This design comes from an exercise in tuning for small area, a short achievable clock period and few clock cycles per item on the open sky130 flow, not from production work. Where RTL was checked, it was by simulation tests only, not by an equivalence proof against the original. No functional check of the RTL was part of run 1.

==> flow/design.v (outline; a module is shown in full before it is edited, if it fits) <==
// module quad_disc_root: 1267 lines
module quad_disc_root #(
   parameter int W_IN   = quad_pkg::W_IN_DEF,
   parameter int W_DISC = 2*W_IN + 2,
   parameter int W_ROOT = W_IN + 1
) (
   input  logic                     CLK,
   input  logic                     RST,
   input  logic                     START,
   input  logic signed [W_IN-1:0]   A,
   input  logic signed [W_IN-1:0]   B,
   input  logic signed [W_IN-1:0]   C,
   output logic                     BUSY,
   output logic                     DONE,
   output logic signed [W_DISC-1:0] DISC,
   output logic        [W_ROOT-1:0] SQRT,
   output logic                     EXACT,
   output logic        [1:0]        ST
);
  // ...
==> flow/flow/run.sh <==
#!/bin/bash
# Layout: the standard flow (standard.sh: ORFS synthesis through finish)
# with two changes: the buffers that ORFS puts on every input and output port
# are sky130_fd_sc_hd__buf_2 instead of the delay cell buffer_ports picks by
# default, and the timing repair after clock-tree synthesis and global routing
# aims for a setup slack margin, so it sizes the critical paths.
set -o pipefail
export BUFFER_PORTS_ARGS="-buffer_cell sky130_fd_sc_hd__buf_2"
export SETUP_SLACK_MARGIN=9.8
bash standard.sh > standard.log 2>&1
==> flow/standard.sh <==
#!/bin/bash
# synth_recipe.tcl (not shown) runs the flow's synth.tcl, then flattens the netlist and writes it again
# the make line also repeats each setting of config.mk as NAME=value (left out here)
make -C /OpenROAD-flow-scripts/flow DESIGN_CONFIG=/design/flow/config.mk WORK_HOME=/design/flow/orfs CLKGATE_MAP_FILE= SYNTH_SCRIPT=/design/flow/synth_recipe.tcl "${@:-finish}"
==> flow/config.mk <==
export PLATFORM = sky130hd
export DESIGN_NAME = quad_disc_root
export DESIGN_NICKNAME = quad_disc_root
export VERILOG_FILES = /design/flow/design.v
export SDC_FILE = /design/flow/constraint.sdc
export NUM_CORES = 4
export LEC_CHECK = 0
export CAP_MARGIN = 20
export CORE_MARGIN = 2
export CORE_UTILIZATION = 60
export CTS_CLUSTER_DIAMETER = 100
export CTS_CLUSTER_SIZE = 25
export SLEW_MARGIN = 20
==> flow/constraint.sdc <==
create_clock -name core_clock -period 13.5 [get_ports {CLK}]
set_input_delay 2.7000 -clock core_clock [delete_from_list [all_inputs] [get_ports {CLK}]]
set_output_delay 2.7000 -clock core_clock [all_outputs]
set_load 0.01 [all_outputs]
==> out/qor.yml, run 1 <==
final_layout:
  design_area_um2: 39590
  non_clock_buffer_area_fraction_pct: 2.826
  multi_input_gates: 2676
  num-nets-final: 4397
  instances_no_fill: 4561
yosys:
  synth.ff_latch_count: 625
  netlist_top_cells_area: "dfxtp_1 34%, fa_1 13%, ha_1 11%"
  synth.top_cells.by_count: "625 x dfxtp_1, 327 x ha_1, 299 x inv_1"
  synth_ff_type: "dfxtp_1"
  post_synth_and_or_nand_nor_area_fraction_pct: 10.38
  avgSynthCellArea_um2: 9.871
critical_path:
  r2r_cells: 12
  crit_start: "RST"
  reg2reg_slack_ps: 9910
routing:
  met3_wirelength_um: 2914
clock_network:
  tritoncts: "built"
  cts.clk_slew.worst_paths_ps: 90
outcome:
  run_status: "finished clean"
global_route:
  global_route.usage.total_pct: 27.46
  maximum_number_of_pins_on_one_net_before_global_route_repair: 67
sta:
  setup_viol: 0
  clock.fmax_mhz: 262.6
  finalClockSkew_ps: 23.23
==> inputs of run 2 (changes only) <==
--- a/flow/design.v
+++ b/flow/design.v
@@ -974,309 +974,308 @@
    assign ctc27 = (q1_30_0 & q1_30_1) | (q1_30_0 & q1_30_2) | (q1_30_1 & q1_30_2);
    wire cts28, ctc28;
    assign cts28 = q1_31_0 ^ q1_31_1 ^ q1_31_2;
    assign ctc28 = (q1_31_0 & q1_31_1) | (q1_31_0 & q1_31_2) | (q1_31_1 & q1_31_2);
    logic [33:0] x1, y1, d1;
    assign x1 = {q1_33_0, q1_32_0, ctc27, ctc26, ctc25, ctc24, ctc23, ctc22, ctc21, ctc20, ctc19, ctc18, ctc17, ctc16, ctc15, ctc14, ctc13, ctc12, ctc11, ctc10, ctc9, ctc8, ctc7, ctc6, ctc5, ctc4, ctc3, ctc2, ctc1, ctc0, cthc0, q1_2_2, 1'b0, q1_0_0};
    assign y1 = {1'b0, ctc28, cts28, cts27, cts26, cts25, cts24, cts23, cts22, cts21, cts20, cts19, cts18, cts17, cts16, cts15, cts14, cts13, cts12, cts11, cts10, cts9, cts8, cts7, cts6, cts5, cts4, cts3, cts2, cts1, cts0, cths0, 1'b0, 1'b0};
    assign d1 = x1 + y1;
+   logic [3:0] t2_0;
+   logic [0:0] r2_0;
+   logic [1:0] m2_0;
+   assign t2_0 = 4'(d1[33:32]) - 4'(2'b01);
+   assign r2_0 = t2_0[3];
+   assign m2_0 = t2_0[3] ? 2'(d1[33:32]) : t2_0[1:0];
    logic        v2;
    logic        z2;
    logic [33:0] d2;
+   logic [0:0] r2;
+   logic [1:0] m2;
    always_ff @(posedge CLK) begin
       v2 <= v1 & ~RST;
       z2 <= z1;
       d2 <= d1;
+      r2 <= r2_0;
+      m2 <= m2_0;
    end
-   logic [3:0] t3_0;
-   logic [0:0] r3_0;
-   logic [1:0] m3_0;
-   assign t3_0 = 4'(d2[33:32]) - 4'(2'b01);
-   assign r3_0 = t3_0[3];
-   assign m3_0 = t3_0[3] ? 2'(d2[33:32]) : t3_0[1:0];
-   logic [6:0] x3_1, u3_1, v3_1, y3_1;
-   logic [2:0] r3_1;
-   logic [3:0] m3_1;
-   assign x3_1 = 7'({m3_0, d2[31:28]});
+   logic [4:0] t3_0;
+   logic [1:0] r3_0;
+   logic [2:0] m3_0;
+   assign t3_0 = 5'({m2, d2[31:30]}) + {2'b11, r2, 2'b11};
+   assign r3_0 = {r2, t3_0[4]};
+   assign m3_0 = t3_0[4] ? 3'({m2, d2[31:30]}) : t3_0[2:0];
+   logic [7:0] x3_1, u3_1, v3_1, y3_1;
+   logic [3:0] r3_1;
+   logic [4:0] m3_1;
+   assign x3_1 = 8'({m3_0, d2[29:26]});
    assign u3_1 = x3_1 + {3'b111, r3_0, 3'b111};
    assign v3_1 = x3_1 + {2'b11, r3_0, 4'b1100};
-   assign y3_1 = x3_1 + {2'b11, r3_0, 4'b1111} + {3'b111, r3_0, 3'b111} - 7'(7);
+   assign y3_1 = x3_1 + {2'b11, r3_0, 4'b1111} + {3'b111, r3_0, 3'b111} - 8'(7);
    always_comb begin
-      if (!y3_1[6]) begin
+      if (!y3_1[7]) begin
          r3_1 = {r3_0, 2'd0};
-         m3_1 = y3_1[3:0];
-      end else if (!v3_1[6]) begin
+         m3_1 = y3_1[4:0];
+      end else if (!v3_1[7]) begin
          r3_1 = {r3_0, 2'd1};
-         m3_1 = v3_1[3:0];
-      end else if (!u3_1[6]) begin
+         m3_1 = v3_1[4:0];
+      end else if (!u3_1[7]) begin
          r3_1 = {r3_0, 2'd2};
-         m3_1 = u3_1[3:0];
+         m3_1 = u3_1[4:0];
       end else begin
          r3_1 = {r3_0, 2'd3};
-         m3_1 = x3_1[3:0];
+         m3_1 = x3_1[4:0];
       end
    end
    logic [1:0] c3_n;
    always_comb begin
       if (z2)               c3_n = quad_pkg::ST_DEGEN;
       else if (d2[33])      c3_n = quad_pkg::ST_NONE;
       else if (d2 == 34'd0) c3_n = quad_pkg::ST_DOUBLE;
       else                     c3_n = quad_pkg::ST_TWO;
    end
    logic        v3;
    logic [1:0]  c3;
    logic [33:0] d3;
-   logic [2:0] r3;
-   logic [3:0] m3;
+   logic [3:0] r3;
+   logic [4:0] m3;
    always_ff @(posedge CLK) begin
       v3 <= v2 & ~RST;
       c3 <= c3_n;
       d3 <= d2;
       r3 <= r3_1;
       m3 <= m3_1;
    end
-   logic [8:0] x4_0, u4_0, v4_0, y4_0;
-   logic [4:0] r4_0;
-   logic [5:0] m4_0;
-   assign x4_0 = 9'({m3, d3[27:24]});
+   logic [9:0] x4_0, u4_0, v4_0, y4_0;
+   logic [5:0] r4_0;
+   logic [6:0] m4_0;
+   assign x4_0 = 10'({m3, d3[25:22]});
    assign u4_0 = x4_0 + {3'b111, r3, 3'b111};
    assign v4_0 = x4_0 + {2'b11, r3, 4'b1100};
-   assign y4_0 = x4_0 + {2'b11, r3, 4'b1111} + {3'b111, r3, 3'b111} - 9'(7);
+   assign y4_0 = x4_0 + {2'b11, r3, 4'b1111} + {3'b111, r3, 3'b111} - 10'(7);
    always_comb begin
-      if (!y4_0[8]) begin
+      if (!y4_0[9]) begin
          r4_0 = {r3, 2'd0};
-         m4_0 = y4_0[5:0];
-      end else if (!v4_0[8]) begin
+         m4_0 = y4_0[6:0];
+      end else if (!v4_0[9]) begin
          r4_0 = {r3, 2'd1};
-         m4_0 = v4_0[5:0];
-      end else if (!u4_0[8]) begin
+         m4_0 = v4_0[6:0];
+      end else if (!u4_0[9]) begin
          r4_0 = {r3, 2'd2};
-         m4_0 = u4_0[5:0];
+         m4_0 = u4_0[6:0];
       end else begin
          r4_0 = {r3, 2'd3};
-         m4_0 = x4_0[5:0];
+         m4_0 = x4_0[6:0];
       end
    end
    logic        v4;
    logic [1:0]  c4;
    logic [33:0] d4;
-   logic [4:0] r4;
-   logic [5:0] m4;
+   logic [5:0] r4;
+   logic [6:0] m4;
    always_ff @(posedge CLK) begin
       v4 <= v3 & ~RST;
       c4 <= c3;
       d4 <= d3;
       r4 <= r4_0;
       m4 <= m4_0;
    end
-   logic [10:0] x5_0, u5_0, v5_0, y5_0;
-   logic [6:0] r5_0;
-   logic [7:0] m5_0;
-   assign x5_0 = 11'({m4, d4[23:20]});
+   logic [11:0] x5_0, u5_0, v5_0, y5_0;
+   logic [7:0] r5_0;
+   logic [8:0] m5_0;
+   assign x5_0 = 12'({m4, d4[21:18]});
    assign u5_0 = x5_0 + {3'b111, r4, 3'b111};
    assign v5_0 = x5_0 + {2'b11, r4, 4'b1100};
-   assign y5_0 = x5_0 + {2'b11, r4, 4'b1111} + {3'b111, r4, 3'b111} - 11'(7);
+   assign y5_0 = x5_0 + {2'b11, r4, 4'b1111} + {3'b111, r4, 3'b111} - 12'(7);
    always_comb begin
-      if (!y5_0[10]) begin
+      if (!y5_0[11]) begin
          r5_0 = {r4, 2'd0};
-         m5_0 = y5_0[7:0];
-      end else if (!v5_0[10]) begin
+         m5_0 = y5_0[8:0];
+      end else if (!v5_0[11]) begin
          r5_0 = {r4, 2'd1};
-         m5_0 = v5_0[7:0];
-      end else if (!u5_0[10]) begin
+         m5_0 = v5_0[8:0];
+      end else if (!u5_0[11]) begin
          r5_0 = {r4, 2'd2};
-         m5_0 = u5_0[7:0];
+         m5_0 = u5_0[8:0];
       end else begin
          r5_0 = {r4, 2'd3};
-         m5_0 = x5_0[7:0];
+         m5_0 = x5_0[8:0];
       end
    end
    logic        v5;
    logic [1:0]  c5;
    logic [33:0] d5;
-   logic [6:0] r5;
-   logic [7:0] m5;
+   logic [7:0] r5;
+   logic [8:0] m5;
    always_ff @(posedge CLK) begin
       v5 <= v4 & ~RST;
       c5 <= c4;
       d5 <= d4;
       r5 <= r5_0;
       m5 <= m5_0;
    end
-   logic [12:0] x6_0, u6_0, v6_0, y6_0;
-   logic [8:0] r6_0;
-   logic [9:0] m6_0;
-   assign x6_0 = 13'({m5, d5[19:16]});
+   logic [13:0] x6_0, u6_0, v6_0, y6_0;
+   logic [9:0] r6_0;
+   logic [10:0] m6_0;
+   assign x6_0 = 14'({m5, d5[17:14]});
    assign u6_0 = x6_0 + {3'b111, r5, 3'b111};
    assign v6_0 = x6_0 + {2'b11, r5, 4'b1100};
-   assign y6_0 = x6_0 + {2'b11, r5, 4'b1111} + {3'b111, r5, 3'b111} - 13'(7);
+   assign y6_0 = x6_0 + {2'b11, r5, 4'b1111} + {3'b111, r5, 3'b111} - 14'(7);
    always_comb begin
-      if (!y6_0[12]) begin
+      if (!y6_0[13]) begin
          r6_0 = {r5, 2'd0};
-         m6_0 = y6_0[9:0];
-      end else if (!v6_0[12]) begin
+         m6_0 = y6_0[10:0];
+      end else if (!v6_0[13]) begin
          r6_0 = {r5, 2'd1};
-         m6_0 = v6_0[9:0];
-      end else if (!u6_0[12]) begin
+         m6_0 = v6_0[10:0];
+      end else if (!u6_0[13]) begin
          r6_0 = {r5, 2'd2};
-         m6_0 = u6_0[9:0];
+         m6_0 = u6_0[10:0];
       end else begin
          r6_0 = {r5, 2'd3};
-         m6_0 = x6_0[9:0];
+         m6_0 = x6_0[10:0];
       end
    end
    logic        v6;
    logic [1:0]  c6;
    logic [33:0] d6;
-   logic [8:0] r6;
-   logic [9:0] m6;
+   logic [9:0] r6;
+   logic [10:0] m6;
    always_ff @(posedge CLK) begin
       v6 <= v5 & ~RST;
       c6 <= c5;
       d6 <= d5;
       r6 <= r6_0;
       m6 <= m6_0;
    end
-   logic [14:0] x7_0, u7_0, v7_0, y7_0;
-   logic [10:0] r7_0;
-   logic [11:0] m7_0;
-   assign x7_0 = 15'({m6, d6[15:12]});
+   logic [15:0] x7_0, u7_0, v7_0, y7_0;
+   logic [11:0] r7_0;
+   logic [12:0] m7_0;
+   assign x7_0 = 16'({m6, d6[13:10]});
    assign u7_0 = x7_0 + {3'b111, r6, 3'b111};
    assign v7_0 = x7_0 + {2'b11, r6, 4'b1100};
-   assign y7_0 = x7_0 + {2'b11, r6, 4'b1111} + {3'b111, r6, 3'b111} - 15'(7);
+   assign y7_0 = x7_0 + {2'b11, r6, 4'b1111} + {3'b111, r6, 3'b111} - 16'(7);
    always_comb begin
-      if (!y7_0[14]) begin
+      if (!y7_0[15]) begin
          r7_0 = {r6, 2'd0};
-         m7_0 = y7_0[11:0];
-      end else if (!v7_0[14]) begin
+         m7_0 = y7_0[12:0];
+      end else if (!v7_0[15]) begin
          r7_0 = {r6, 2'd1};
-         m7_0 = v7_0[11:0];
-      end else if (!u7_0[14]) begin
+         m7_0 = v7_0[12:0];
+      end else if (!u7_0[15]) begin
          r7_0 = {r6, 2'd2};
-         m7_0 = u7_0[11:0];
+         m7_0 = u7_0[12:0];
       end else begin
          r7_0 = {r6, 2'd3};
-         m7_0 = x7_0[11:0];
+         m7_0 = x7_0[12:0];
       end
    end
    logic        v7;
    logic [1:0]  c7;
    logic [33:0] d7;
-   logic [10:0] r7;
-   logic [11:0] m7;
+   logic [11:0] r7;
+   logic [12:0] m7;
    always_ff @(posedge CLK) begin
       v7 <= v6 & ~RST;
       c7 <= c6;
       d7 <= d6;
       r7 <= r7_0;
       m7 <= m7_0;
    end
-   logic [16:0] x8_0, u8_0, v8_0, y8_0;
-   logic [12:0] r8_0;
-   logic [13:0] m8_0;
-   assign x8_0 = 17'({m7, d7[11:8]});
+   logic [17:0] x8_0, u8_0, v8_0, y8_0;
+   logic [13:0] r8_0;
+   logic [14:0] m8_0;
+   assign x8_0 = 18'({m7, d7[9:6]});
    assign u8_0 = x8_0 + {3'b111, r7, 3'b111};
    assign v8_0 = x8_0 + {2'b11, r7, 4'b1100};
-   assign y8_0 = x8_0 + {2'b11, r7, 4'b1111} + {3'b111, r7, 3'b111} - 17'(7);
+   assign y8_0 = x8_0 + {2'b11, r7, 4'b1111} + {3'b111, r7, 3'b111} - 18'(7);
    always_comb begin
-      if (!y8_0[16]) begin
+      if (!y8_0[17]) begin
          r8_0 = {r7, 2'd0};
-         m8_0 = y8_0[13:0];
-      end else if (!v8_0[16]) begin
+         m8_0 = y8_0[14:0];
+      end else if (!v8_0[17]) begin
          r8_0 = {r7, 2'd1};
-         m8_0 = v8_0[13:0];
-      end else if (!u8_0[16]) begin
+         m8_0 = v8_0[14:0];
+      end else if (!u8_0[17]) begin
          r8_0 = {r7, 2'd2};
-         m8_0 = u8_0[13:0];
+         m8_0 = u8_0[14:0];
       end else begin
          r8_0 = {r7, 2'd3};
-         m8_0 = x8_0[13:0];
+         m8_0 = x8_0[14:0];
       end
    end
    logic        v8;
    logic [1:0]  c8;
    logic [33:0] d8;
-   logic [12:0] r8;
-   logic [13:0] m8;
+   logic [13:0] r8;
+   logic [14:0] m8;
    always_ff @(posedge CLK) begin
       v8 <= v7 & ~RST;
       c8 <= c7;
       d8 <= d7;
       r8 <= r8_0;
       m8 <= m8_0;
    end
-   logic [18:0] x9_0, u9_0, v9_0, y9_0;
-   logic [14:0] r9_0;
-   logic [15:0] m9_0;
-   assign x9_0 = 19'({m8, d8[7:4]});
+   logic [19:0] x9_0, u9_0, v9_0, y9_0;
+   logic [15:0] r9_0;
+   logic [16:0] m9_0;
+   assign x9_0 = 20'({m8, d8[5:2]});
    assign u9_0 = x9_0 + {3'b111, r8, 3'b111};
    assign v9_0 = x9_0 + {2'b11, r8, 4'b1100};
-   assign y9_0 = x9_0 + {2'b11, r8, 4'b1111} + {3'b111, r8, 3'b111} - 19'(7);
+   assign y9_0 = x9_0 + {2'b11, r8, 4'b1111} + {3'b111, r8, 3'b111} - 20'(7);
    always_comb begin
-      if (!y9_0[18]) begin
+      if (!y9_0[19]) begin
          r9_0 = {r8, 2'd0};
-         m9_0 = y9_0[15:0];
-      end else if (!v9_0[18]) begin
+         m9_0 = y9_0[16:0];
+      end else if (!v9_0[19]) begin
          r9_0 = {r8, 2'd1};
-         m9_0 = v9_0[15:0];
-      end else if (!u9_0[18]) begin
+         m9_0 = v9_0[16:0];
+      end else if (!u9_0[19]) begin
          r9_0 = {r8, 2'd2};
-         m9_0 = u9_0[15:0];
+         m9_0 = u9_0[16:0];
       end else begin
          r9_0 = {r8, 2'd3};
-         m9_0 = x9_0[15:0];
+         m9_0 = x9_0[16:0];
       end
    end
    logic        v9;
    logic [1:0]  c9;
    logic [33:0] d9;
-   logic [14:0] r9;
-   logic [15:0] m9;
+   logic [15:0] r9;
+   logic [16:0] m9;
    always_ff @(posedge CLK) begin
       v9 <= v8 & ~RST;
       c9 <= c8;
       d9 <= d8;
       r9 <= r9_0;
       m9 <= m9_0;
    end
-   logic [20:0] x10_0, u10_0, v10_0, y10_0;
+   logic e10_0;
+   logic [15:0] q10_0;
+   assign q10_0 = ~r9;
+   assign e10_0 = ((m9 == {1'b0, q10_0}) && (d9[1:0] == 2'b01)) ||
+                  ((m9 == 17'd0) && (d9[1:0] == 2'b00));
+   logic [19:0] t10_0;
    logic [16:0] r10_0;
    logic [17:0] m10_0;
-   assign x10_0 = 21'({m9, d9[3:0]});
-   assign u10_0 = x10_0 + {3'b111, r9, 3'b111};
-   assign v10_0 = x10_0 + {2'b11, r9, 4'b1100};
-   assign y10_0 = x10_0 + {2'b11, r9, 4'b1111} + {3'b111, r9, 3'b111} - 21'(7);
-   always_comb begin
-      if (!y10_0[20]) begin
-         r10_0 = {r9, 2'd0};
-         m10_0 = y10_0[17:0];
-      end else if (!v10_0[20]) begin
-         r10_0 = {r9, 2'd1};
-         m10_0 = v10_0[17:0];
-      end else if (!u10_0[20]) begin
-         r10_0 = {r9, 2'd2};
-         m10_0 = u10_0[17:0];
-      end else begin
-         r10_0 = {r9, 2'd3};
-         m10_0 = x10_0[17:0];
-      end
-   end
+   assign t10_0 = 20'({m9, d9[1:0]}) + {2'b11, r9, 2'b11};
+   assign r10_0 = {r9, t10_0[19]};
+   assign m10_0 = t10_0[19] ? 18'({m9, d9[1:0]}) : t10_0[17:0];
    always_ff @(posedge CLK) begin
       if (RST) begin
          DONE  <= 1'b0;
          DISC  <= '0;
          SQRT  <= '0;
          EXACT <= 1'b0;
          ST    <= quad_pkg::ST_NONE;
       end else begin
          DONE <= v9;
          if (v9) begin
             DISC  <= d9;
             SQRT  <= (c9 == quad_pkg::ST_TWO) ? ~r10_0 : 17'd0;
             EXACT <= (c9 == quad_pkg::ST_DOUBLE) ||
-                     (c9 == quad_pkg::ST_TWO && m10_0 == 18'd0);
+                     (c9 == quad_pkg::ST_TWO && e10_0);
             ST    <= c9;
          end
       end
    end
    assign BUSY = 1'b0;
 endmodule
==> flow/flow/run.sh (replaced) <==
#!/bin/bash
# Layout: the standard flow (standard.sh: ORFS synthesis through finish)
# with two changes: the buffers that ORFS puts on every input and output port
# are sky130_fd_sc_hd__buf_2 instead of the delay cell buffer_ports picks by
# default, and the timing repair after clock-tree synthesis and global routing
# aims for a setup slack margin, so it sizes the critical paths.
set -o pipefail
export BUFFER_PORTS_ARGS="-buffer_cell sky130_fd_sc_hd__buf_2"
export SETUP_SLACK_MARGIN=9.7
bash standard.sh > standard.log 2>&1
==> run 2 against run 1 <==
Effect of this change: still clean; hold slack got worse by 12 ps; critical path depth decreased by 9; global-route usage is 1.2 points lower; synthesized cell count shrank 3.8%; worst setup slack worse by 3.3 ps; sequential cell count up 17; wire length shrank 5.2%; largest cell class unchanged.
==> out/qor.yml, run 2 <==
critical_path:
  critical_path_required_ps: 10800  # was 14,040 ps
  critical_path.n_buffers_inverters: 1  # was 2
  critical_path.startpoint_type: "register"  # was input pin
  worstPathArrival_ps: 1110  # was 4350 ps
  reg2reg_slack_ps: 9900  # was 9910 ps
  cp_cell_sequence: "buf_6"  # was buf_2 > buf_12 > nor2_4 > o2111ai_1 > a2111oi_2 > nand3_1 > a2111oi_2 > a41o_1 > a31oi_1 > o21ai_1
  r2r_cells: 8  # was 12
  worst_path_dominant_cell_family: "flip-flops"  # was compound AO/OA/AOI/OAI gates
  reg_to_reg_end: "q1_17_2"  # was m9[11]
  crit_path_top_delay_cell: "dfxtp_2"  # was a2111oi_2
  path_class: "register to output port"  # was input pin to register
  critical_path.max_fanout: 2  # was 66
  crit-reg2reg-launch: "neg0[4]"  # was r8[1]
  critPathMaxStageDelay_ps: 370  # was 340 ps
  timing.critical_path.to_type: "output port"  # was register
yosys:
  synth_ff_type: "dfxtp_1"  # unchanged
  mappedNetlistArea_um2: 36060  # was 36,930 um^2
  post-synth-top-count-cell: "dfxtp_1"  # unchanged
  post_synth_edffs: 0  # unchanged
  synth_largest_area_cell: "dfxtp_1"  # unchanged
  yosysSeqAreaShare_pct: 35.64  # was 33.88%
  avgSynthCellArea_um2: 10.02  # was 9.871 um^2
  synth.top_cells.by_count: "642 x dfxtp_1, 312 x ha_1, 290 x inv_1"  # was 625 x dfxtp_1, 327 x ha_1, 299 x inv_1
  synth_top_cell_area_share_pct: 35.64  # was 33.88%
  netlist_instances: 3598  # was 3,741
  synth_cell_types: 87  # was 100
  netlist_top_cells_area: "dfxtp_1 36%, fa_1 13%, ha_1 11%"  # was dfxtp_1 34%, fa_1 13%, ha_1 11%
  ys.warnings.count: 1  # unchanged
  synth.ff_latch_count: 642  # was 625
  postSynth.asyncResetShare_pct: 0  # unchanged
routing:
  avgRoutedWirePerCell_um: 18.60  # was 18.90 um
  postRouteAntennaNets: 0  # unchanged
  drt_drc_violations_left: 0  # unchanged
  wl_um: 81690  # was 86,180 um
  initialDrtViolationCount: 1436  # was 1,588
  post_drt_via_cell_ratio: 5.702  # was 5.807
  firstDrtPassIters: 5  # was 8
  num_vias: 25040  # was 26,490
sta:
  rsz_0062_raised_after_global_routing: "yes"  # unchanged
  finalClockSkew_ps: 31.79  # was 23.23 ps
  setup_viol: 0  # unchanged
  post-route-worst-setup-slack_ps: 9688  # was 9691 ps
  slew_violations: 0  # unchanged
  clock.fmax_mhz: 262.3  # was 262.6 MHz
  finalCriticalPeriod_ps: 3812  # was 3809 ps
  relSlewSlack_pct: 31.84  # was 36.37%
  period_share_pct: 28.24  # was 28.21%
  hold_viol_final: 0  # unchanged
  worst_slew_pin_tran_ps: 1016  # was 951.9 ps
  setup_tns_ps: 0  # unchanged
  hold_slack_ps: 315.6  # was 327.2 ps
floorplanning:
  design.portCount: 107  # unchanged
  floorplan.rows: 89  # was 90
  die_width_um: 249.2  # was 252.1 um
  die_area_um2: 62080  # was 63,550 um^2
  floorplan.initialDensity_pct: 60.87  # was 60.95%
  fp.dieH_um: 249.2  # was 252.1 um
  floorplan.core_area_um2: 59240  # was 60,580 um^2
clock_network:
  clock_sink_count: 642  # was 625
  tritoncts: "built"  # unchanged
  root_buffer_selected_by_cts: "clkbuf_16"  # unchanged
  worstSkewPairLatency_ps: 640  # was 620 ps
  htreeDepth: 1  # unchanged
  hold_buffers: 0  # unchanged
  cts_max_path_buffers: 3  # unchanged
  cts_made_buffers: 31  # unchanged
  cts.clk_slew.worst_paths_ps: 90  # about the same
global_route:
  number_of_antenna_violations_at_the_first_check_in_global_routing: 1  # was 0
  number_of_global_route_vias_before_repair: 25760  # was 27,320
  global_route.usage.total_pct: 26.29  # was 27.46%
  remaining_overflow_grt: 0  # unchanged
  global_route_wire_length_before_repair_um: 132500  # was 140,700 um
  maximum_number_of_pins_on_one_net_before_global_route_repair: 65  # was 67
run:
  maxCapViolCount: 0  # unchanged
worst_hold_path:
  holdCritStartpoint: "d4[10]"  # was d7[7]
  hold_path_depth: 0  # unchanged
  hold_end: "d5[10]"  # was d8[7]
  hp-class: "register to register"  # unchanged
final_layout:
  area_delta_synth_final_pct: 6.850  # was 7.203%
  num-nets-final: 4214  # was 4,397
  layout_commonest_cell: "dfxtp_1"  # unchanged
  fillers: 4831  # was 4,805
  insertedDiodeCount: 0  # unchanged
  mostFrequentLayoutCells: "543 x dfxtp_1, 312 x ha_1, 290 x inv_1, 263 x xnor2_1, 239 x fa_1"  # was 526 x dfxtp_1, 327 x ha_1, 298 x inv_1, 248 x fa_1, 243 x nand2_1
  drive_above_1_share_pct: 8.706  # was 8.838%
outcome:
  run_status: "finished clean"  # unchanged
place:
  gp_congestion: 0.8927  # was 0.9227
  placement.setup.worst_slack_ps: 9460  # was 8809 ps
  port-buffer-count: 104  # unchanged
  detailedPlacementHpwl_um: 63570  # was 68,000 um
[run 2: layout make-up]
cell class                 count  area [um^2]  area share, %
clock buffer                  34        807.0          2.095
clock inverter                 5        73.82         0.1916
inverter                     292         1096          2.845
multi-input combinational   2517        21580          56.01
sequential                   642        12980          33.68
tap                          773        967.2          2.510
timing repair buffer         128         1030          2.673
[run 2: cell families after synthesis]
group,after synthesis,synth area share (%)
flip-flops,642,35.64
AO/OA/AOI/OAI,758,14.11
AND/OR/NAND/NOR,728,9.490
buffers and inverters,440,4.677
XOR/XNOR,384,9.327
other,1,0.01040
multiplexers,77,2.176
adder cells (fa/ha/maj),568,24.57
[run 2: how the worst max path moves through the flow]
stage	start	endpoint	slack (ps)	cells past startpoint
floorplan	neg0[0]	q1_17_2	9710	10
global placement	neg0[4]	q1_19_2	9560	10
detailed placement	d6[11]	m7[12]	9460	12
CTS	DISC[32]	DISC[32]	9660	1
global route	DISC[32]	DISC[32]	9650	1
finish	DISC[32]	DISC[32]	9690	1
[run 2: layer usage]
metal | up-vias | track usage (%) | share of wire (%)
li1 | 12170 | - | -
met1 | 12110 | 31.42 | 40
met2 | 537 | 47.96 | 51
met3 | 211 | 2.727 | 3.8
met4 | 2 | 11.33 | 4.7
met5 | - | 0 | 0.016
[run 2: metrics by stage]
step                      std cells  utilization [%]  instance area, um^2
after floorplan                3599                -                36060
after global placement         4343            62.60                37090
after detailed placement       4343            62.60                37090
after CTS                      4388            64.82                38400
after global routing           4391            65.04                38530
final                          4391            65.04                38530
[run 2: what timing repair did]
| item | CTS | global route |
|---|---|---|
| buffers inserted | 6 | 3 |
| setup endpoints to repair | 78 | 109 |
| gates resized for setup | 116 | 47 |
| pin swaps | 0 | 1 |
Testbench counts of run 2, summed over its fixed seeds: cycles 2,488, items 2,400.
==> inputs of run 3 (changes only) <==
--- a/flow/flow/run.sh
+++ b/flow/flow/run.sh
@@ -8,3 +8,3 @@
 export BUFFER_PORTS_ARGS="-buffer_cell sky130_fd_sc_hd__buf_2"
-export SETUP_SLACK_MARGIN=9.7
+export SETUP_SLACK_MARGIN=9.9
 bash standard.sh > standard.log 2>&1
==> run 3 against run 2 <==
Effect of this change: still clean on timing, DRC and antenna; sequential share of layout area about the same; wire length decreased by 0.25%; area after synthesis unchanged; critical path depth unchanged; critical path type unchanged; first-iteration DRC count increased by 1.3%; core utilization increased by 0.49 points; sequential cell count unchanged.
==> out/qor.yml, run 3 <==
outcome:
  run_status: "finished clean"  # unchanged
floorplanning:
  floorplan.initialDensity_pct: 60.87  # unchanged
  fp.dieH_um: 249.2  # unchanged
  floorplan.core_area_um2: 59240  # unchanged
  floorplan.rows: 89  # unchanged
  die_width_um: 249.2  # unchanged
  design.portCount: 107  # unchanged
  die_area_um2: 62080  # unchanged
critical_path:
  critical_path_required_ps: 10800  # about the same
  worst_path_dominant_cell_family: "flip-flops"  # unchanged
  cp_cell_sequence: "buf_6"  # unchanged
  crit_path_top_delay_cell: "dfxtp_4"  # was dfxtp_2
  reg2reg_slack_ps: 10010  # was 9900 ps
  critical_path.n_buffers_inverters: 1  # unchanged
  worstPathArrival_ps: 1100  # was 1110 ps
  path_class: "register to output port"  # unchanged
  critical_path.max_fanout: 2  # unchanged
  critical_path.startpoint_type: "register"  # unchanged
  critPathMaxStageDelay_ps: 370  # about the same
  timing.critical_path.to_type: "output port"  # unchanged
global_route:
  number_of_global_route_vias_before_repair: 26140  # was 25,760
  maximum_number_of_pins_on_one_net_before_global_route_repair: 65  # unchanged
  global_route_wire_length_before_repair_um: 132900  # was 132,500 um
  number_of_antenna_violations_at_the_first_check_in_global_routing: 1  # unchanged
  remaining_overflow_grt: 0  # unchanged
  global_route.usage.total_pct: 26.20  # was 26.29%
clock_network:
  cts.clk_slew.worst_paths_ps: 90  # about the same
  cts_made_buffers: 31  # unchanged
  htreeDepth: 1  # unchanged
  cts_max_path_buffers: 3  # unchanged
  tritoncts: "built"  # unchanged
  root_buffer_selected_by_cts: "clkbuf_16"  # unchanged
  hold_buffers: 0  # unchanged
  clock_sink_count: 642  # unchanged
  worstSkewPairLatency_ps: 630  # was 640 ps
routing:
  num_vias: 25090  # was 25,040
  post_drt_via_cell_ratio: 5.699  # was 5.702
  met2_length_um: 41580  # was 41,770 um
  route.top_layer_used: "met5"  # unchanged
  avgRoutedWirePerCell_um: 18.51  # was 18.60 um
  drt_drc_violations_left: 0  # unchanged
  initialDrtViolationCount: 1454  # was 1,436
  met3_wirelength_um: 2828  # was 3085 um
  firstDrtPassIters: 5  # unchanged
  post_route_met1_wirelength_um: 33720  # was 32,960 um
  postRouteAntennaNets: 0  # unchanged
  wl_um: 81480  # was 81,690 um
final_layout:
  fillers: 4744  # was 4,831
  area_delta_synth_final_pct: 7.658  # was 6.850%
  instances_no_fill: 4403  # was 4,391
  drive_above_1_share_pct: 9.835  # was 8.706%
  mostFrequentLayoutCells: "530 x dfxtp_1, 311 x ha_1, 289 x inv_1, 262 x xnor2_1, 238 x fa_1"  # was 543 x dfxtp_1, 312 x ha_1, 290 x inv_1, 263 x xnor2_1, 239 x fa_1
  design_area_um2: 38820  # was 38,530 um^2
  insertedDiodeCount: 0  # unchanged
  layout_commonest_cell: "dfxtp_1"  # unchanged
  num-nets-final: 4226  # was 4,214
sta:
  slew_violations: 0  # unchanged
  hold_viol_final: 0  # unchanged
  setup_viol: 0  # unchanged
  finalClockSkew_ps: 21.28  # was 31.79 ps
  worst_slew_pin_tran_ps: 885.5  # was 1016 ps
  relSlewSlack_pct: 40.89  # was 31.84%
  period_share_pct: 28.16  # was 28.24%
  setup_tns_ps: 0  # unchanged
  finalCriticalPeriod_ps: 3802  # was 3812 ps
  clock.fmax_mhz: 263.0  # was 262.3 MHz
  rsz_0062_raised_after_global_routing: "yes"  # unchanged
place:
  detailedPlacementHpwl_um: 62960  # was 63,570 um
  port-buffer-count: 104  # unchanged
  gp_congestion: 0.8834  # was 0.8927
  placedInstanceArea_um2: 37100  # was 37,090 um^2
  placedCellCount: 4344  # was 4,343
yosys:
  avgSynthCellArea_um2: 10.02  # unchanged
  post_synth_edffs: 0  # unchanged
  synth.ff_latch_count: 642  # unchanged
  yosysSeqAreaShare_pct: 35.64  # unchanged
  netlist_instances: 3598  # unchanged
  mappedNetlistArea_um2: 36060  # unchanged
  postSynth.asyncResetShare_pct: 0  # unchanged
  synth_ff_type: "dfxtp_1"  # unchanged
  synth.top_cells.by_count: "642 x dfxtp_1, 312 x ha_1, 290 x inv_1"  # unchanged
  post-synth-top-count-cell: "dfxtp_1"  # unchanged
  netlist_top_cells_area: "dfxtp_1 36%, fa_1 13%, ha_1 11%"  # unchanged
  ys.warnings.count: 1  # unchanged
  synth_top_cell_area_share_pct: 35.64  # unchanged
  synth_cell_types: 87  # unchanged
  synth_largest_area_cell: "dfxtp_1"  # unchanged
run:
  maxCapViolCount: 0  # unchanged
worst_hold_path:
  hp-class: "register to register"  # unchanged
==> run 3: cell counts after synthesis <==
No cell type changed its count.
==> run 3: worst paths after layout <==
check,startpoint,to,depth (start not counted)
max reg2reg,b0[14],q1_18_2,7
min reg2reg,d5[28],d6[28],0
max,DISC[32],DISC[32],1
min,d5[28],d6[28],0
==> run 3: per-layer routing <==
metal	global-route usage, %	vias up
li1	-	12230
met1	31.46	12140
met2	48.40	528
met3	2.508	197
met4	9.948	2
met5	0	-
==> run 3: cells by family after synthesis <==
group / after synthesis / synth area share [%]
adder cells (fa/ha/maj): 568 / 24.57
XOR/XNOR: 384 / 9.327
multiplexers: 77 / 2.176
other: 1 / 0.01040
AO/OA/AOI/OAI: 758 / 14.11
AND/OR/NAND/NOR: 728 / 9.490
buffers and inverters: 440 / 4.677
flip-flops: 642 / 35.64
==> run 3: layout make-up <==
type | count | area [um^2] | area share (%)
Multi-Input combinational cell | 2518 | 21690 | 55.87
Timing Repair Buffer | 139 | 1122 | 2.891
Clock inverter | 7 | 105.1 | 0.2707
Tap cell | 773 | 967.2 | 2.491
Sequential cell | 642 | 13060 | 33.64
Inverter | 292 | 1096 | 2.823
Clock buffer | 32 | 779.5 | 2.008
==> run 3: per-stage QoR <==
step	setup WS (ps)	utilization, %	hold slack (ps)
floorplan	9897	-	309.6
global placement	9577	62.62	309.5
detailed placement	9432	62.62	312.1
CTS	9669	65.02	325.4
global route	9645	65.53	326.7
finish	9698	65.53	324.3
==> run 3: repair_timing <==
item,4_1_cts,5_1_grt
cloned,0,2
setup endpoints to repair,101,133
pin swaps,0,12
resized for setup,160,69
buffers inserted,7,11
==> run 3: worst register-to-register path, cell delays in order (launching register included) <==
cell and delay (ps):
dfxtp_1 830, nand2_1 200, maj3_1 430, fa_1 520, fa_1 510, inv_1 60, fa_1 390, fa_1 460
==> inputs of run 4 (changes only) <==
--- a/flow/flow/run.sh
+++ b/flow/flow/run.sh
@@ -8,3 +8,3 @@
 export BUFFER_PORTS_ARGS="-buffer_cell sky130_fd_sc_hd__buf_2"
-export SETUP_SLACK_MARGIN=9.9
+export SETUP_SLACK_MARGIN=9.8
 bash standard.sh > standard.log 2>&1
--- a/flow/config.mk
+++ b/flow/config.mk
@@ -11,3 +11,3 @@
 export CTS_CLUSTER_DIAMETER = 100
-export CTS_CLUSTER_SIZE = 25
+export CTS_CLUSTER_SIZE = 20
 export SLEW_MARGIN = 20
==> run 4 against run 3 <==
Effect of this change: wire length grew 0.74%; core utilization grew 0.20 points; via count up 0.85%; largest cell class unchanged.
==> out/qor.yml, run 4 <==
outcome:
  run_status: "finished clean"  # unchanged
routing:
  post_drt_via_cell_ratio: 5.726  # was 5.699
  met3_wirelength_um: 2893  # was 2828 um
  route.top_layer_used: "met5"  # unchanged
  wl_um: 82090  # was 81,480 um
  avgRoutedWirePerCell_um: 18.57  # was 18.51 um
  initialDrtViolationCount: 1511  # was 1,454
  postRouteAntennaNets: 0  # unchanged
  met2_length_um: 42810  # was 41,580 um
  drt_drc_violations_left: 0  # unchanged
  firstDrtPassIters: 5  # unchanged
  post_route_met1_wirelength_um: 33610  # was 33,720 um
  num_vias: 25310  # was 25,090
final_layout:
  fillers: 4733  # was 4,744
  design_area_um2: 38940  # was 38,820 um^2
  drive_above_1_share_pct: 9.679  # was 9.835%
  mostFrequentLayoutCells: "540 x dfxtp_1, 312 x ha_1, 290 x inv_1, 263 x xnor2_1, 239 x fa_1"  # was 530 x dfxtp_1, 311 x ha_1, 289 x inv_1, 262 x xnor2_1, 238 x fa_1
  instances_no_fill: 4420  # was 4,403
  area_delta_synth_final_pct: 7.984  # was 7.658%
  layout_commonest_cell: "dfxtp_1"  # unchanged
  num-nets-final: 4241  # was 4,226
  insertedDiodeCount: 0  # unchanged
clock_network:
  htreeDepth: 2  # was 1
  cts_max_path_buffers: 3  # unchanged
  cts.clk_slew.worst_paths_ps: 90  # about the same
  worstSkewPairLatency_ps: 590  # was 630 ps
  cts_made_buffers: 39  # was 31
  hold_buffers: 0  # unchanged
  tritoncts: "built"  # unchanged
  root_buffer_selected_by_cts: "clkbuf_16"  # unchanged
  clock_sink_count: 642  # unchanged
sta:
  finalClockSkew_ps: 20.47  # was 21.28 ps
  period_share_pct: 27.84  # was 28.16%
  hold_viol_final: 0  # unchanged
  setup_viol: 0  # unchanged
  post-route-worst-setup-slack_ps: 9741  # was 9698 ps
  slew_violations: 0  # unchanged
  clock.fmax_mhz: 266.0  # was 263.0 MHz
  setup_tns_ps: 0  # unchanged
  rsz_0062_raised_after_global_routing: "yes"  # unchanged
  relSlewSlack_pct: 43.11  # was 40.89%
  finalCriticalPeriod_ps: 3759  # was 3802 ps
  worst_slew_pin_tran_ps: 852.2  # was 885.5 ps
yosys:
  synth_xor_area_share_pct: 9.327  # unchanged
  synth_top_cell_area_share_pct: 35.64  # unchanged
  postSynth.asyncResetShare_pct: 0  # unchanged
  netlist_instances: 3598  # unchanged
  synth_ff_type: "dfxtp_1"  # unchanged
  muxShareOfSynthArea_pct: 2.176  # unchanged
  synth_largest_area_cell: "dfxtp_1"  # unchanged
  yosys.area_share.adder_pct: 24.57  # unchanged
  yosysSeqAreaShare_pct: 35.64  # unchanged
  netlist_top_cells_area: "dfxtp_1 36%, fa_1 13%, ha_1 11%"  # unchanged
  post-synth-top-count-cell: "dfxtp_1"  # unchanged
  ys.warnings.count: 1  # unchanged
  largest_family_of_logic_cells_by_synthesized_area: "adder cells"  # unchanged
  synth_cell_types: 87  # unchanged
  post_synth_edffs: 0  # unchanged
  synth.ff_latch_count: 642  # unchanged
  synth_compound_area_share_pct: 14.11  # unchanged
  mappedNetlistArea_um2: 36060  # unchanged
  post_synth_and_or_nand_nor_area_fraction_pct: 9.490  # unchanged
  synth.top_cells.by_count: "642 x dfxtp_1, 312 x ha_1, 290 x inv_1"  # unchanged
  avgSynthCellArea_um2: 10.02  # unchanged
critical_path:
  timing.critical_path.to_type: "output port"  # unchanged
  crit_path_top_delay_cell: "dfxtp_2"  # was dfxtp_4
  worst_path_dominant_cell_family: "flip-flops"  # unchanged
  reg2reg_slack_ps: 9920  # was 10,010 ps
  critical_path.n_buffers_inverters: 1  # unchanged
  critical_path_required_ps: 10800  # about the same
  cp_cell_sequence: "buf_6"  # unchanged
  worstPathArrival_ps: 1060  # was 1100 ps
  critical_path.max_fanout: 2  # unchanged
  critical_path.startpoint_type: "register"  # unchanged
  path_class: "register to output port"  # unchanged
  critPathMaxStageDelay_ps: 370  # about the same
global_route:
  number_of_global_route_vias_before_repair: 26150  # was 26,140
  global_route_wire_length_before_repair_um: 134600  # was 132,900 um
  global_route.usage.total_pct: 26.71  # was 26.20%
  maximum_number_of_pins_on_one_net_before_global_route_repair: 65  # unchanged
  number_of_antenna_violations_at_the_first_check_in_global_routing: 1  # unchanged
  remaining_overflow_grt: 0  # unchanged
run:
  maxCapViolCount: 0  # unchanged
place:
  detailedPlacementHpwl_um: 63230  # was 62,960 um
  placedInstanceArea_um2: 37100  # about the same
  gp_congestion: 0.8842  # was 0.8834
  placedCellCount: 4345  # was 4,344
  port-buffer-count: 104  # unchanged
  placement.setup.worst_slack_ps: 9539  # was 9432 ps
floorplanning:
  die_width_um: 249.2  # unchanged
  fp.dieH_um: 249.2  # unchanged
  floorplan.core_area_um2: 59240  # unchanged
  die_area_um2: 62080  # unchanged
  floorplan.rows: 89  # unchanged
  design.portCount: 107  # unchanged
  floorplan.initialDensity_pct: 60.87  # unchanged
worst_hold_path:
  hp-class: "register to register"  # unchanged
[run 4: cell counts after synthesis]
Identical to the previous run, type by type.
[run 4: cell type report]
| type | instances | area, um^2 | share of cell area, % |
|---|---|---|---|
| Clock buffer | 40 | 1001 | 2.571 |
| Clock inverter | 9 | 101.3 | 0.2603 |
| Inverter | 292 | 1096 | 2.815 |
| Multi-Input combinational cell | 2518 | 21610 | 55.50 |
| Sequential cell | 642 | 12990 | 33.37 |
| Tap cell | 773 | 967.2 | 2.484 |
| Timing Repair Buffer | 146 | 1169 | 3.001 |
[run 4: through the flow]
step / hold slack, ps / utilization [%]
final: 321.1 / 65.73
after global routing: 317.5 / 65.73
after CTS: 323.3 / 65.47
after detailed placement: 312.1 / 62.63
after global placement: 309.5 / 62.63
after floorplan: 309.6 / -
[run 4: worst paths after layout]
check	from	endpoint	depth (start not counted)
min	d6[6]	d7[6]	0
max reg2reg	a0[13]	q1_16_2	9
min reg2reg	d6[6]	d7[6]	0
max	DISC[10]	DISC[10]	1
[run 4: routing by layer]
metal / vias to the layer above / track usage, %
li1: 12260 / -
met1: 12360 / 31.71
met2: 539 / 50.03
met3: 155 / 2.633
met4: 2 / 9.466
met5: - / 0
[run 4: worst reg2reg max path, delay by kind of cell, from the launching register on]
family | cells | cell delay [ps]
flops | 1 | 550
xor+xnor | 1 | 180
compound gates | 1 | 170
buf+inv | 2 | 110
fa+ha+maj | 5 | 2470
[run 4: cell families after synthesis]
logic type | count (synthesis)
AOI/OAI and AO/OA | 758
xor gates and xnor gates | 384
adders and majority gates | 568
buffers and inverters | 440
DFF | 642
muxes | 77
other | 1
and+or+nand+nor | 728
[run 4: timing repair]
action / in CTS / in global routing
gates cloned: 0 / 2
endpoints found under the setup margin: 90 / 128
pin swaps: 0 / 4
buffers inserted: 17 / 7
gates resized for setup: 142 / 34
==> inputs of run 5 (changes only) <==
--- a/flow/config.mk
+++ b/flow/config.mk
@@ -11,3 +11,3 @@
 export CTS_CLUSTER_DIAMETER = 100
-export CTS_CLUSTER_SIZE = 20
+export CTS_CLUSTER_SIZE = 25
 export SLEW_MARGIN = 20
==> run 5 against run 4 <==
Effect of this change: non-clock buffer count is the same; area after synthesis is the same; cell area shrank 0.31%; maximum frequency grew 0.25%; sequential share of layout area grew 0.10 points; first-iteration DRC count shrank 4.1%; still clean; clock skew grew 3.9 ps; global-route usage is essentially flat.
==> out/qor.yml, run 5 <==
floorplanning:
  design.portCount: 107  # unchanged
  die_width_um: 249.2  # unchanged
  floorplan.rows: 89  # unchanged
  floorplan.core_area_um2: 59240  # unchanged
  floorplan.initialDensity_pct: 60.87  # unchanged
  fp.dieH_um: 249.2  # unchanged
  die_area_um2: 62080  # unchanged
critical_path:
  critical_path.n_buffers_inverters: 1  # unchanged
  crit_path_top_delay_cell: "dfxtp_2"  # unchanged
  critical_path_required_ps: 10800  # about the same
  cp_cell_sequence: "buf_6"  # unchanged
  timing.critical_path.to_type: "output port"  # unchanged
  path_class: "register to output port"  # unchanged
  worst_path_dominant_cell_family: "flip-flops"  # unchanged
  critPathMaxStageDelay_ps: 370  # about the same
  worstPathArrival_ps: 1050  # was 1060 ps
  r2r_cells: 9  # unchanged
  critical_path.max_fanout: 2  # unchanged
  critical_path.startpoint_type: "register"  # unchanged
  worstSetupPathDepth: 1  # unchanged
routing:
  num_vias: 25270  # was 25,310
  drt_drc_violations_left: 0  # unchanged
  postRouteAntennaNets: 0  # unchanged
  post_drt_via_cell_ratio: 5.721  # was 5.726
  avgRoutedWirePerCell_um: 18.61  # was 18.57 um
  firstDrtPassIters: 6  # was 5
  wl_um: 82180  # was 82,090 um
  initialDrtViolationCount: 1449  # was 1,511
clock_network:
  cts_made_buffers: 34  # was 39
  root_buffer_selected_by_cts: "clkbuf_16"  # unchanged
  clock_sink_count: 642  # unchanged
  cts.clk_slew.worst_paths_ps: 100  # was 90 ps
  cts_max_path_buffers: 3  # unchanged
  worstSkewPairLatency_ps: 590  # about the same
  tritoncts: "built"  # unchanged
  htreeDepth: 2  # unchanged
sta:
  hold_viol_final: 0  # unchanged
  setup_viol: 0  # unchanged
  finalCriticalPeriod_ps: 3750  # was 3759 ps
  worst_slew_pin_tran_ps: 883.6  # was 852.2 ps
  finalClockSkew_ps: 24.35  # was 20.47 ps
  period_share_pct: 27.78  # was 27.84%
  rsz_0062_raised_after_global_routing: "yes"  # unchanged
  slew_violations: 0  # unchanged
  clock.fmax_mhz: 266.7  # was 266.0 MHz
  setup_tns_ps: 0  # unchanged
  relSlewSlack_pct: 41.01  # was 43.11%
yosys:
  synth_cell_types: 87  # unchanged
  mappedNetlistArea_um2: 36060  # unchanged
  synth.ff_latch_count: 642  # unchanged
  ys.warnings.count: 1  # unchanged
  synth_top_cell_area_share_pct: 35.64  # unchanged
  largest_family_of_logic_cells_by_synthesized_area: "adder cells"  # unchanged
  netlist_instances: 3598  # unchanged
  synth_largest_area_cell: "dfxtp_1"  # unchanged
  yosysSeqAreaShare_pct: 35.64  # unchanged
  synth_xor_area_share_pct: 9.327  # unchanged
  post_synth_edffs: 0  # unchanged
  avgSynthCellArea_um2: 10.02  # unchanged
  yosys.area_share.adder_pct: 24.57  # unchanged
  post_synth_and_or_nand_nor_area_fraction_pct: 9.490  # unchanged
  synth_ff_type: "dfxtp_1"  # unchanged
  synth_compound_area_share_pct: 14.11  # unchanged
  synth.top_cells.by_count: "642 x dfxtp_1, 312 x ha_1, 290 x inv_1"  # unchanged
  postSynth.asyncResetShare_pct: 0  # unchanged
  muxShareOfSynthArea_pct: 2.176  # unchanged
  netlist_top_cells_area: "dfxtp_1 36%, fa_1 13%, ha_1 11%"  # unchanged
  post-synth-top-count-cell: "dfxtp_1"  # unchanged
final_layout:
  num-nets-final: 4236  # was 4,241
  layout_commonest_cell: "dfxtp_1"  # unchanged
  instances_no_fill: 4416  # was 4,420
  mostFrequentLayoutCells: "540 x dfxtp_1, 312 x ha_1, 290 x inv_1, 263 x xnor2_1, 239 x fa_1"  # unchanged
  area_delta_synth_final_pct: 7.654  # was 7.984%
  fillers: 4758  # was 4,733
  drive_above_1_share_pct: 9.525  # was 9.679%
  insertedDiodeCount: 0  # unchanged
global_route:
  global_route_wire_length_before_repair_um: 134500  # was 134,600 um
  maximum_number_of_pins_on_one_net_before_global_route_repair: 65  # unchanged
  number_of_global_route_vias_before_repair: 26120  # was 26,150
  global_route.usage.total_pct: 26.72  # was 26.71%
  remaining_overflow_grt: 0  # unchanged
  number_of_antenna_violations_at_the_first_check_in_global_routing: 1  # unchanged
worst_hold_path:
  hold_path_depth: 0  # unchanged
  hp-class: "register to register"  # unchanged
place:
  port-buffer-count: 104  # unchanged
  detailedPlacementHpwl_um: 63230  # unchanged
  placedCellCount: 4345  # unchanged
  gp_congestion: 0.8842  # unchanged
outcome:
  run_status: "finished clean"  # unchanged
run:
  maxCapViolCount: 0  # unchanged
[run 5: kinds of logic (layout without fill, tap and decap cells)]
logic type	Yosys count	in the layout
AO/OA/AOI/OAI	758	758
AND/OR/NAND/NOR	728	729
flip-flops	642	642
adder cells (fa/ha/maj)	568	568
buffers and inverters	440	483
XOR/XNOR	384	384
multiplexers	77	77
other	1	2
[run 5: final timing paths]
| path | start | end | slack, ps |
|---|---|---|---|
| max reg2reg | a0[13] | q1_16_2 | 9900 |
| min | d8[12] | d9[12] | 320 |
| max | DISC[10] | DISC[10] | 9750 |
| min reg2reg | d8[12] | d9[12] | 320 |
[run 5: timing repair]
item | CTS | global route
resized for setup | 143 | 32
setup buffers | 17 | 7
gates cloned | 0 | 2
setup endpoints to repair | 89 | 124
pin swaps | 0 | 4
hold buffers | 0 | 0
[run 5: area by class of cell]
cell class,count,area [um^2],area share [%]
clock buffer,37,883.3,2.276
multi-input combinational,2518,21610,55.67
inverter,292,1096,2.823
timing repair buffer,146,1169,3.010
clock inverter,8,100.1,0.2578
tap,773,967.2,2.491
sequential,642,12990,33.47
[run 5: per-layer routing]
metal / track usage [%] / up-vias / share of wire, %
met5: 0 / - / 0.016
met4: 9.019 / 2 / 3.3
met3: 2.518 / 158 / 3.3
met2: 50.43 / 529 / 52
met1: 31.65 / 12330 / 41
li1: - / 12240 / -
[run 5: stage by stage]
step / area, um^2 / setup WS [ps] / hold slack (ps) / utilization (%)
detailed placement: 37100 / 9539 / 312.1 / 62.63
finish: 38820 / 9750 / 318.6 / 65.53
global route: 38820 / 9708 / 326.0 / 65.53
CTS: 38670 / 9713 / 322.0 / 65.27
global placement: 37100 / 9580 / 309.5 / 62.63
floorplan: 36070 / 9814 / 309.6 / -
==> inputs of run 6 (changes only) <==
--- a/flow/config.mk
+++ b/flow/config.mk
@@ -10,4 +10,4 @@
 export CORE_UTILIZATION = 60
-export CTS_CLUSTER_DIAMETER = 100
-export CTS_CLUSTER_SIZE = 25
+export CTS_CLUSTER_DIAMETER = 50
+export CTS_CLUSTER_SIZE = 45
 export SLEW_MARGIN = 20
==> run 6 against run 5 <==
Effect of this change: critical path depth stayed put; area after synthesis is the same; cell area grew 3.5%; hold slack better by 2.5 ps; via count is 1.3% higher; clock-buffer cell count is 24 higher; register-to-register slack gained 20 ps; highest routed layer unchanged.
==> out/qor.yml, run 6 <==
outcome:
  run_status: "finished clean"  # unchanged
clock_network:
  htreeDepth: 2  # unchanged
  hold_buffers: 0  # unchanged
  tritoncts: "built"  # unchanged
  clock_sink_count: 642  # unchanged
  cts_made_buffers: 59  # was 34
  cts_max_path_buffers: 3  # unchanged
  cts.clk_slew.worst_paths_ps: 90  # was 100 ps
  worstSkewPairLatency_ps: 650  # was 590 ps
  root_buffer_selected_by_cts: "clkbuf_16"  # unchanged
sta:
  relSlewSlack_pct: 41.07  # was 41.01%
  setup_viol: 0  # unchanged
  finalCriticalPeriod_ps: 3814  # was 3750 ps
  setup_tns_ps: 0  # unchanged
  clock.fmax_mhz: 262.2  # was 266.7 MHz
  worst_slew_pin_tran_ps: 882.7  # was 883.6 ps
  slew_violations: 0  # unchanged
  period_share_pct: 28.25  # was 27.78%
  finalClockSkew_ps: 32.10  # was 24.35 ps
  hold_viol_final: 0  # unchanged
  rsz_0062_raised_after_global_routing: "yes"  # unchanged
routing:
  post_drt_via_cell_ratio: 5.709  # was 5.721
  num_vias: 25600  # was 25,270
  wl_um: 83150  # was 82,180 um
  avgRoutedWirePerCell_um: 18.54  # was 18.61 um
  route.top_layer_used: "met5"  # unchanged
  firstDrtPassIters: 6  # unchanged
  post_route_met1_wirelength_um: 33660  # was 33,620 um
  postRouteAntennaNets: 0  # unchanged
  met3_wirelength_um: 3234  # was 2746 um
  initialDrtViolationCount: 1583  # was 1,449
  met2_length_um: 43500  # was 43,100 um
  drt_drc_violations_left: 0  # unchanged
critical_path:
  critPathMaxStageDelay_ps: 360  # was 370 ps
  worst_path_dominant_cell_family: "flip-flops"  # unchanged
  crit-reg2reg-launch: "a0[9]"  # was a0[13]
  cp_cell_sequence: "buf_6"  # unchanged
  critical_path.max_fanout: 2  # unchanged
  crit_start: "DISC[16]"  # was DISC[10]
  timing.critical_path.to_type: "output port"  # unchanged
  path_class: "register to output port"  # unchanged
  worstPathArrival_ps: 1110  # was 1050 ps
  critical_path.startpoint_type: "register"  # unchanged
  crit_path_top_delay_cell: "dfxtp_2"  # unchanged
  critical_path.n_buffers_inverters: 1  # unchanged
  critical_path_required_ps: 10800  # about the same
  reg2reg_slack_ps: 9920  # was 9900 ps
yosys:
  post-synth-top-count-cell: "dfxtp_1"  # unchanged
  post_synth_and_or_nand_nor_area_fraction_pct: 9.490  # unchanged
  synth_largest_area_cell: "dfxtp_1"  # unchanged
  mappedNetlistArea_um2: 36060  # unchanged
  synth.ff_latch_count: 642  # unchanged
  postSynth.asyncResetShare_pct: 0  # unchanged
  netlist_instances: 3598  # unchanged
  synth.top_cells.by_count: "642 x dfxtp_1, 312 x ha_1, 290 x inv_1"  # unchanged
  netlist_top_cells_area: "dfxtp_1 36%, fa_1 13%, ha_1 11%"  # unchanged
  synth_xor_area_share_pct: 9.327  # unchanged
  yosys.area_share.adder_pct: 24.57  # unchanged
  synth_cell_types: 87  # unchanged
  largest_family_of_logic_cells_by_synthesized_area: "adder cells"  # unchanged
  synth_ff_type: "dfxtp_1"  # unchanged
  muxShareOfSynthArea_pct: 2.176  # unchanged
  ys.warnings.count: 1  # unchanged
  synth_compound_area_share_pct: 14.11  # unchanged
  yosysSeqAreaShare_pct: 35.64  # unchanged
  avgSynthCellArea_um2: 10.02  # unchanged
  post_synth_edffs: 0  # unchanged
  synth_top_cell_area_share_pct: 35.64  # unchanged
floorplanning:
  die_area_um2: 62080  # unchanged
  die_width_um: 249.2  # unchanged
  design.portCount: 107  # unchanged
  floorplan.core_area_um2: 59240  # unchanged
  floorplan.rows: 89  # unchanged
  fp.dieH_um: 249.2  # unchanged
  floorplan.initialDensity_pct: 60.87  # unchanged
run:
  maxCapViolCount: 0  # unchanged
global_route:
  number_of_antenna_violations_at_the_first_check_in_global_routing: 1  # unchanged
  number_of_global_route_vias_before_repair: 26500  # was 26,120
  maximum_number_of_pins_on_one_net_before_global_route_repair: 65  # unchanged
  global_route_wire_length_before_repair_um: 135700  # was 134,500 um
  global_route.usage.total_pct: 26.93  # was 26.72%
  remaining_overflow_grt: 0  # unchanged
final_layout:
  insertedDiodeCount: 0  # unchanged
  mostFrequentLayoutCells: "540 x dfxtp_1, 312 x ha_1, 290 x inv_1, 263 x xnor2_1, 239 x fa_1"  # unchanged
  drive_above_1_share_pct: 11.23  # was 9.525%
  fillers: 4620  # was 4,758
  num-nets-final: 4263  # was 4,236
  fin_util_pct: 67.84  # was 65.53%
  area_delta_synth_final_pct: 11.46  # was 7.654%
  layout_commonest_cell: "dfxtp_1"  # unchanged
worst_hold_path:
  hp-class: "register to register"  # unchanged
  holdCritStartpoint: "d7[15]"  # was d8[12]
place:
  gp_congestion: 0.8842  # unchanged
  port-buffer-count: 104  # unchanged
  detailedPlacementHpwl_um: 63230  # unchanged
==> run 6: routing by layer <==
metal | track usage (%) | vias up
met5 | 0 | -
met4 | 9.449 | 2
met3 | 2.821 | 187
met2 | 50.59 | 579
met1 | 31.79 | 12470
li1 | - | 12360
==> run 6: worst reg2reg max path: cells and delay by family, from the launching register on <==
kind	cells	cell delay, ps
fa+ha+maj	5	2410
flops	1	590
compound gates	1	180
xor+xnor	1	170
buf+inv	2	110
==> run 6: final timing paths <==
check	to	cells past startpoint
setup / recovery	DISC[16]	1
hold / removal	d8[15]	0
setup reg to reg	q1_16_2	9
hold reg to reg	d8[15]	0
==> run 6: repair_timing <==
item	in CTS	in global routing
gates resized for setup	142	36
endpoints found under the setup margin	87	123
pin swaps	0	5
gates cloned	0	2
buffers inserted	16	9
==> run 6: layout make-up <==
type                            count  area (um^2)  share of cell area, %
Timing Repair Buffer              148         1184                  2.945
Multi-Input combinational cell   2518        21600                  53.75
Clock inverter                     51        838.3                  2.086
Inverter                          292         1096                  2.727
Sequential cell                   642        13000                  32.34
Tap cell                          773        967.2                  2.406
Clock buffer                       61         1504                  3.742
==> run 6: cells by family (layout without fill, tap and decap cells) <==
family          after synthesis  count (layout)
other cells                   1               2
fa+ha+maj                   568             568
simple gates                728             729
flops                       642             642
compound gates              758             758
mux                          77              77
xor+xnor                    384             384
buf+inv                     440             552
==> run 6: stage by stage <==
| step | hold slack (ps) | instance area [um^2] | setup slack [ps] | instances |
|---|---|---|---|---|
| floorplan | 309.6 | 36070 | 9814 | 3599 |
| detailed placement | 312.1 | 37100 | 9539 | 4345 |
| finish | 321.1 | 40190 | 9686 | 4485 |
| global route | 326.1 | 40190 | 9632 | 4485 |
| global placement | 309.5 | 37100 | 9580 | 4345 |
| CTS | 326.0 | 40010 | 9637 | 4473 |

==> what the ideal ports hide <==
Ports are ideal in the flow. The routed layouts listed here were re-timed in OpenROAD.
Step 1 sets driving cells, clkbuf_16 on the clock port and buf_2 on the other inputs (assumed; they add their load-dependent delay and slew).
Step 2, shift: input delay + t, output delay - t, t = (earliest + latest rising clock arrival at the registers) / 2. This alone moves slack from input paths to output paths.
a / b / c = no drivers / after step 1 / after step 2; a / b = the first two.
| run | t (ns) | slack for setup (ns) | clock arrival spread, ns | worst data-port slew with drivers (ns) |
|---|---|---|---|---|
| run 1 | 0.674 | 9.691 / 9.637 / 9.058 | 0.032 / 0.032 | 0.03 |
| run 2 | 0.679 | 9.688 / 9.628 / 9.801 | 0.042 / 0.043 | 0.10 |
| run 3 | 0.673 | 9.698 / 9.640 / 9.771 | 0.021 / 0.021 | 0.11 |
| run 4 | 0.639 | 9.741 / 9.681 / 9.771 | 0.025 / 0.024 | 0.10 |
| run 5 | 0.636 | 9.750 / 9.690 / 9.800 | 0.030 / 0.030 | 0.11 |
| run 6 | 0.695 | 9.686 / 9.625 / 9.791 | 0.033 / 0.032 | 0.11 |
After both steps setup and hold are still met in every run listed. For run 1, which loses most, drivers alone change the setup slack by -0.054 ns; drivers and shift together by -0.633 ns.
